What follows belongs to an exercise in optimizing a design on an open flow for small area; a production flow would make more cautious choices.
At most, simulation tests tie the RTL to the original design; equivalence was not proved.
No activity file was given, so power comes from the tool's default toggle rates.

run 1:
// keccak_squeeze
module keccak_squeeze
#(
    parameter int OUT_WORDS = 40
) (
    input  logic                clk,
    input  logic                rst_n,
    input  logic                start,
    input  logic [STATE_W-1:0]  state_in,
    output logic                perm_req,
    input  logic                perm_done,
    output logic [LANE_W-1:0]   dout,
    output logic                dout_valid,
    input  logic                dout_ready,
    output logic                dout_last,
    output logic                busy,
    output logic                done
);
Size: roughly 1,800 cells after synthesis, roughly 39,000 um^2 of cells after synthesis.
Settings: LEC_CHECK=0, CAP_MARGIN=20, CORE_AREA=4 4 696 466, DIE_AREA=0 0 700 470, SLEW_MARGIN=20, SYNTH_HIERARCHICAL=1; clock period 6.0 ns.
standard.sh (not shown) runs the stock make flow with config.mk's settings and CLKGATE_MAP_FILE= SYNTH_SCRIPT=/design/flow/synth_recipe.tcl, a recipe that flattens the netlist after the stock synthesis.
==> flow/flow/run.sh <==
#!/bin/bash
set -euo pipefail
bash standard.sh \
  "BUFFER_PORTS_ARGS=-buffer_cell sky130_fd_sc_hd__buf_1" \
  "CTS_ARGS=-sink_clustering_enable -repair_clock_nets -dont_use_dummy_load -buf_list {sky130_fd_sc_hd__clkbuf_4 sky130_fd_sc_hd__clkbuf_8}" \
  finish > standard_flow.log 2>&1
Relative to run 1, the following input files were edited for run 2:
diff --git a/flow/config.mk b/flow/config.mk
--- a/flow/config.mk
+++ b/flow/config.mk
@@ -9,2 +9,2 @@
-export CORE_AREA = 4 4 696 466
-export DIE_AREA = 0 0 700 470
+export CORE_AREA = 4 4 1096 76
+export DIE_AREA = 0 0 1100 80
==> run notes <==
Cmp run 2 and run 1 / highest ir drop seen on vdd / higher: run 1. The run showing the smaller global routing usage on met1 is run 1. Run 2 improves on run 1 in total power. Run 2 went all the way through the flow, and no timing, DRC or antenna check failed. In the flow results for run 2 and run 1, the flip-flop and latch share of the layout cell area is larger on run 2. As of run 2, routed wire length had fallen by more than a quarter compared to run 1. Diff run 2 and run 1: combinational fraction of design power lower in run 2. Post-route standard cell area excluding fillers of run 2 falls short of that of run 1 by more than 10%. Compared with run 1, run 2 shows a via count that is about 5.6% lower.

---

build 9:
keccak_squeeze, a different RTL version from the one above (not shown whole).
Size in the first run: about 1100 flip-flops.
// keccak_squeeze
module keccak_squeeze
#(
    parameter int OUT_WORDS = 40
) (
    input  logic                clk,
    input  logic                rst_n,
    input  logic                start,
    input  logic [STATE_W-1:0]  state_in,
    output logic                perm_req,
    input  logic                perm_done,
    output logic [LANE_W-1:0]   dout,
    output logic                dout_valid,
    input  logic                dout_ready,
    output logic                dout_last,
    output logic                busy,
    output logic                done
);
make LEC_CHECK=0 CAP_MARGIN=20 CORE_AREA='4 4 276 276' DIE_AREA='0 0 280 280' SLEW_MARGIN=20 finish   # period 6.0 ns
run.sh (not shown) runs the stock make flow with config.mk's settings and CLKGATE_MAP_FILE= SYNTH_SCRIPT=/design/flow/synth_recipe.tcl, a recipe that flattens the netlist after the stock synthesis.
Stock flow here: none of the scripts above is used.
Build 9 never completed; the flow aborted with a tool error in 3_2_place_iop.
The inputs of build 80 differ from those of build 9 as listed below.
- DIE_AREA: 0 0 280 280 -> 0 0 1100 80
- CORE_AREA: 4 4 276 276 -> 4 4 1096 76
==> comparison <==
Floorplan die height for build 80: 200 µm down relative to build 9. From build 80 to build 9, average instance area after synthesis did not move at all. Looking at build 80 and build 9, the post-synthesis register bit count is a wash. Summary of build 80 and build 9: one run falls short of a clean finish, namely build 9. Seen in the log of build 9: PPL-0024 during 3_2_place_iop, after which the run never completed. From build 9 to build 80, parity-gate share of the synthesized area counting xor and xnor cells did not move at all. Reported for build 80 and build 9, cell area after technology mapping turned out identical to the last digit. Re number of enable flip-flop cells after synthesis: no difference whatsoever between build 80 and build 9. Reported for build 80 and build 9, cell count after synthesis turned out identical to the last digit. What build 9 reported for x dimension of the die has to be multiplied by 3.9 to get the figure for build 80. The number of core rows in build 80 is 0.25 times that in build 9. Starting density of the core ended up 0.74 points lower on build 80 than on build 9.
Inputs modified between build 80 and build 67:
==> flow/flow/run.sh (new file) <==
#!/bin/bash
set -euo pipefail
bash standard.sh "BUFFER_PORTS_ARGS=-buffer_cell sky130_fd_sc_hd__buf_1" finish > standard_flow.log 2>&1
==> flow/standard.sh (new file) <==
#!/bin/bash
# synth_recipe.tcl (not shown) runs the flow's synth.tcl, then flattens the netlist and writes it again
# the make line also repeats each setting of config.mk as NAME=value (left out here)
make -C /OpenROAD-flow-scripts/flow DESIGN_CONFIG=/design/flow/config.mk WORK_HOME=/design/flow/orfs CLKGATE_MAP_FILE= SYNTH_SCRIPT=/design/flow/synth_recipe.tcl "${@:-finish}"
removed: flow/run.sh
Results
- Sort build 67 and build 80 by number of clock buffers in the layout, ascending, and build 80 comes first.
- Build 80 -> build 67: number of enable flip-flop cells after synthesis flat
- Between build 67 and build 80, critical path depth in cells is lower for build 67, build 80 comes in above that.
- Changes observed in build 67 relative to build 80: ratio of routed vias to standard cells decreased by 1.7% relative to the old numbers; number of signal-net buffers in the layout now smaller; post-route minimum period went down by 0.49 ns.
- Looking at worst-path cell with the longest stage delay, the dfrtp_4 result is from build 80; the a221oi_1 one comes from build 67.
- Comparing build 67 against build 80, there is no change at all in register area share after synthesis.
No functional check of the RTL was part of any run of this note.

---

north:
The RTL this note starts from:
==> flow/design.v <==
package keccak_pkg;
    localparam int LANE_W     = 64;
    localparam int STATE_W    = 1600;
    localparam int RATE       = 1088;
    localparam int RATE_WORDS = RATE / LANE_W;
    function automatic integer lane_slot(input integer i);
        lane_slot = 24 - 5 * (i % 5) - (i / 5);
    endfunction
    typedef enum logic [1:0] {
        SQ_IDLE      = 2'd0,
        SQ_STREAM    = 2'd1,
        SQ_WAIT_PERM = 2'd2
    } sq_state_e;
endpackage
import keccak_pkg::*;
module keccak_lane_unmap
(
    input  logic [STATE_W-1:0] state_in,
    output logic [RATE-1:0]    rate_out
);
    for (genvar i = 0; i < RATE_WORDS; i++) begin : g_word
        localparam int SLOT = 24 - 5 * (i % 5) - (i / 5);
        assign rate_out[i*LANE_W +: LANE_W] = state_in[SLOT*LANE_W +: LANE_W];
    end
    logic unused_capacity;
    assign unused_capacity = ^state_in;
endmodule
import keccak_pkg::*;
module keccak_squeeze
#(
    parameter int OUT_WORDS = 40
) (
    input  logic                clk,
    input  logic                rst_n,
    input  logic                start,
    input  logic [STATE_W-1:0]  state_in,
    output logic                perm_req,
    input  logic                perm_done,
    output logic [LANE_W-1:0]   dout,
    output logic                dout_valid,
    input  logic                dout_ready,
    output logic                dout_last,
    output logic                busy,
    output logic                done
);
    localparam int LAST_BLK = (OUT_WORDS - 1) / RATE_WORDS;
    localparam int LAST_WRD = (OUT_WORDS - 1) % RATE_WORDS;
    localparam int BLK_W    = (LAST_BLK < 2) ? 1 : (LAST_BLK < 4) ? 2 : (LAST_BLK < 8) ? 3 : 4;
    logic [RATE-1:0]       rate_vec;
    logic [RATE-1:0]       buf_q;
    logic [RATE_WORDS-1:0] sel_q;
    logic [BLK_W-1:0]      blk_q;
    logic                  busy_q, wait_q, perm_req_q, done_q;
    logic                  cap_start, cap_perm, load, handshake, last_blk, is_last;
    keccak_lane_unmap u_unmap (
        .state_in (state_in),
        .rate_out (rate_vec)
    );
    assign cap_start  = ~busy_q & start;
    assign cap_perm   = wait_q & perm_done;
    assign dout_valid = busy_q & ~wait_q;
    assign handshake  = dout_valid & dout_ready;
    assign last_blk   = (blk_q == BLK_W'(LAST_BLK));
    assign is_last    = sel_q[LAST_WRD] & last_blk;
    assign dout_last  = is_last;
    assign busy       = busy_q;
    assign perm_req   = perm_req_q;
    assign done       = done_q;
    always_comb begin
        dout = '0;
        for (int i = 0; i < RATE_WORDS; i++)
            dout = dout | (buf_q[i*LANE_W +: LANE_W] & {LANE_W{sel_q[i]}});
    end
    assign load = ~busy_q | cap_perm;
    always_ff @(posedge clk) begin
        if (load) buf_q <= rate_vec;
    end
    always_ff @(posedge clk) begin
        if (cap_start)     blk_q <= '0;
        else if (cap_perm) blk_q <= blk_q + 1'b1;
    end
    always_ff @(posedge clk or negedge rst_n) begin
        if (!rst_n) begin
            sel_q      <= '0;
            busy_q     <= 1'b0;
            wait_q     <= 1'b0;
            perm_req_q <= 1'b0;
            done_q     <= 1'b0;
        end else begin
            perm_req_q <= handshake & sel_q[RATE_WORDS-1] & ~is_last;
            done_q     <= handshake & is_last;
            if (cap_start | cap_perm) begin
                sel_q <= RATE_WORDS'(1);
            end else if (handshake) begin
                sel_q <= is_last ? '0 : {sel_q[RATE_WORDS-2:0], 1'b0};
            end
            if (cap_start)
                busy_q <= 1'b1;
            else if (handshake & is_last)
                busy_q <= 1'b0;
            if (cap_perm)
                wait_q <= 1'b0;
            else if (handshake & sel_q[RATE_WORDS-1] & ~is_last)
                wait_q <= 1'b1;
        end
    end
endmodule
Settings: LEC_CHECK=0, CAP_MARGIN=20, CORE_AREA=4 4 1096 76, DIE_AREA=0 0 1100 80, SLEW_MARGIN=20; clock period 6.0 ns.
standard.sh (not shown) runs the stock make flow with config.mk's settings and CLKGATE_MAP_FILE= SYNTH_SCRIPT=/design/flow/synth_recipe.tcl, a recipe that flattens the netlist after the stock synthesis.
==> flow/flow/run.sh <==
#!/bin/bash
set -euo pipefail
bash standard.sh \
  "BUFFER_PORTS_ARGS=-buffer_cell sky130_fd_sc_hd__buf_1" \
  "CTS_ARGS=-sink_clustering_enable -repair_clock_nets -dont_use_dummy_load -buf_list {sky130_fd_sc_hd__clkbuf_4 sky130_fd_sc_hd__clkbuf_8}" \
  finish > standard_flow.log 2>&1
north | stages: all done | timing, DRC, antenna: all pass
Modified inputs, south compared to north
- changing CAP_MARGIN from 20 to 5
- changing SLEW_MARGIN from 20 to 5
For sequential share of cell area, north and south come out practically identical. south against north: arrival time of the worst setup path saw an increase; internal power component stayed essentially flat.
Setup changes, south to east
- swapping 5 for 20 in CAP_MARGIN
- swapping 5 for 20 in SLEW_MARGIN
==> flow/flow/run.sh <==
#!/bin/bash
set -euo pipefail
bash standard.sh "BUFFER_PORTS_ARGS=-buffer_cell sky130_fd_sc_hd__buf_1" finish > standard_flow.log 2>&1
==> run notes <==
east: done, clean on timing, DRC and antenna
Sort south and east by global-route usage, descending, and south comes first.
Of south and east, east shows the lower sequential share of layout area, with south above it.
Diff south -> east | initial antenna violation count | decrease of 8
Diff south -> east: setup slack of the critical path after layout picked up an extra 0.35 ns, CTS sink count was more or less identical.
south → east: minimum period implied by the final worst setup slack now sits lower; count of clock-buffer cells in the layout has decreased; routing usage on met1 fell 1.0 points.

-- separate check: timing with driven ports --
The results above use ideal ports. As a check the final layouts listed here were re-extracted and re-timed, cells and wires unchanged. Step 1: set_driving_cell puts a clkbuf_16 on clk and a buf_2 on each other input, an assumption about the parent block. Step 2 moves the port delays by t, midway between the first and last clock arrival at a register: inputs arrive t later, outputs are due t later. That takes back most of the time a late clock gives input paths. Three values: no drivers, after step 1, after step 2; two values: the first two.
run	t, ns	setup slack, ns	hold slack, ns
run 1	0.956	1.085 / 0.989 / 1.945	0.297 / 0.254 / 0.541
run 2	0.975	1.250 / 1.168 / 2.143	0.260 / 0.209 / 0.535
build 80	0.808	1.186 / 1.093 / 1.902	0.536 / 0.536 / 0.536
build 67	0.795	1.673 / 1.580 / 2.375	0.487 / 0.421 / 0.513
north	0.969	1.534 / 1.446 / 2.415	0.265 / 0.204 / 0.513
south	0.969	1.327 / 1.239 / 2.208	0.306 / 0.246 / 0.516
east	0.795	1.673 / 1.580 / 2.375	0.487 / 0.421 / 0.513
After both steps setup and hold are still met in every run listed.
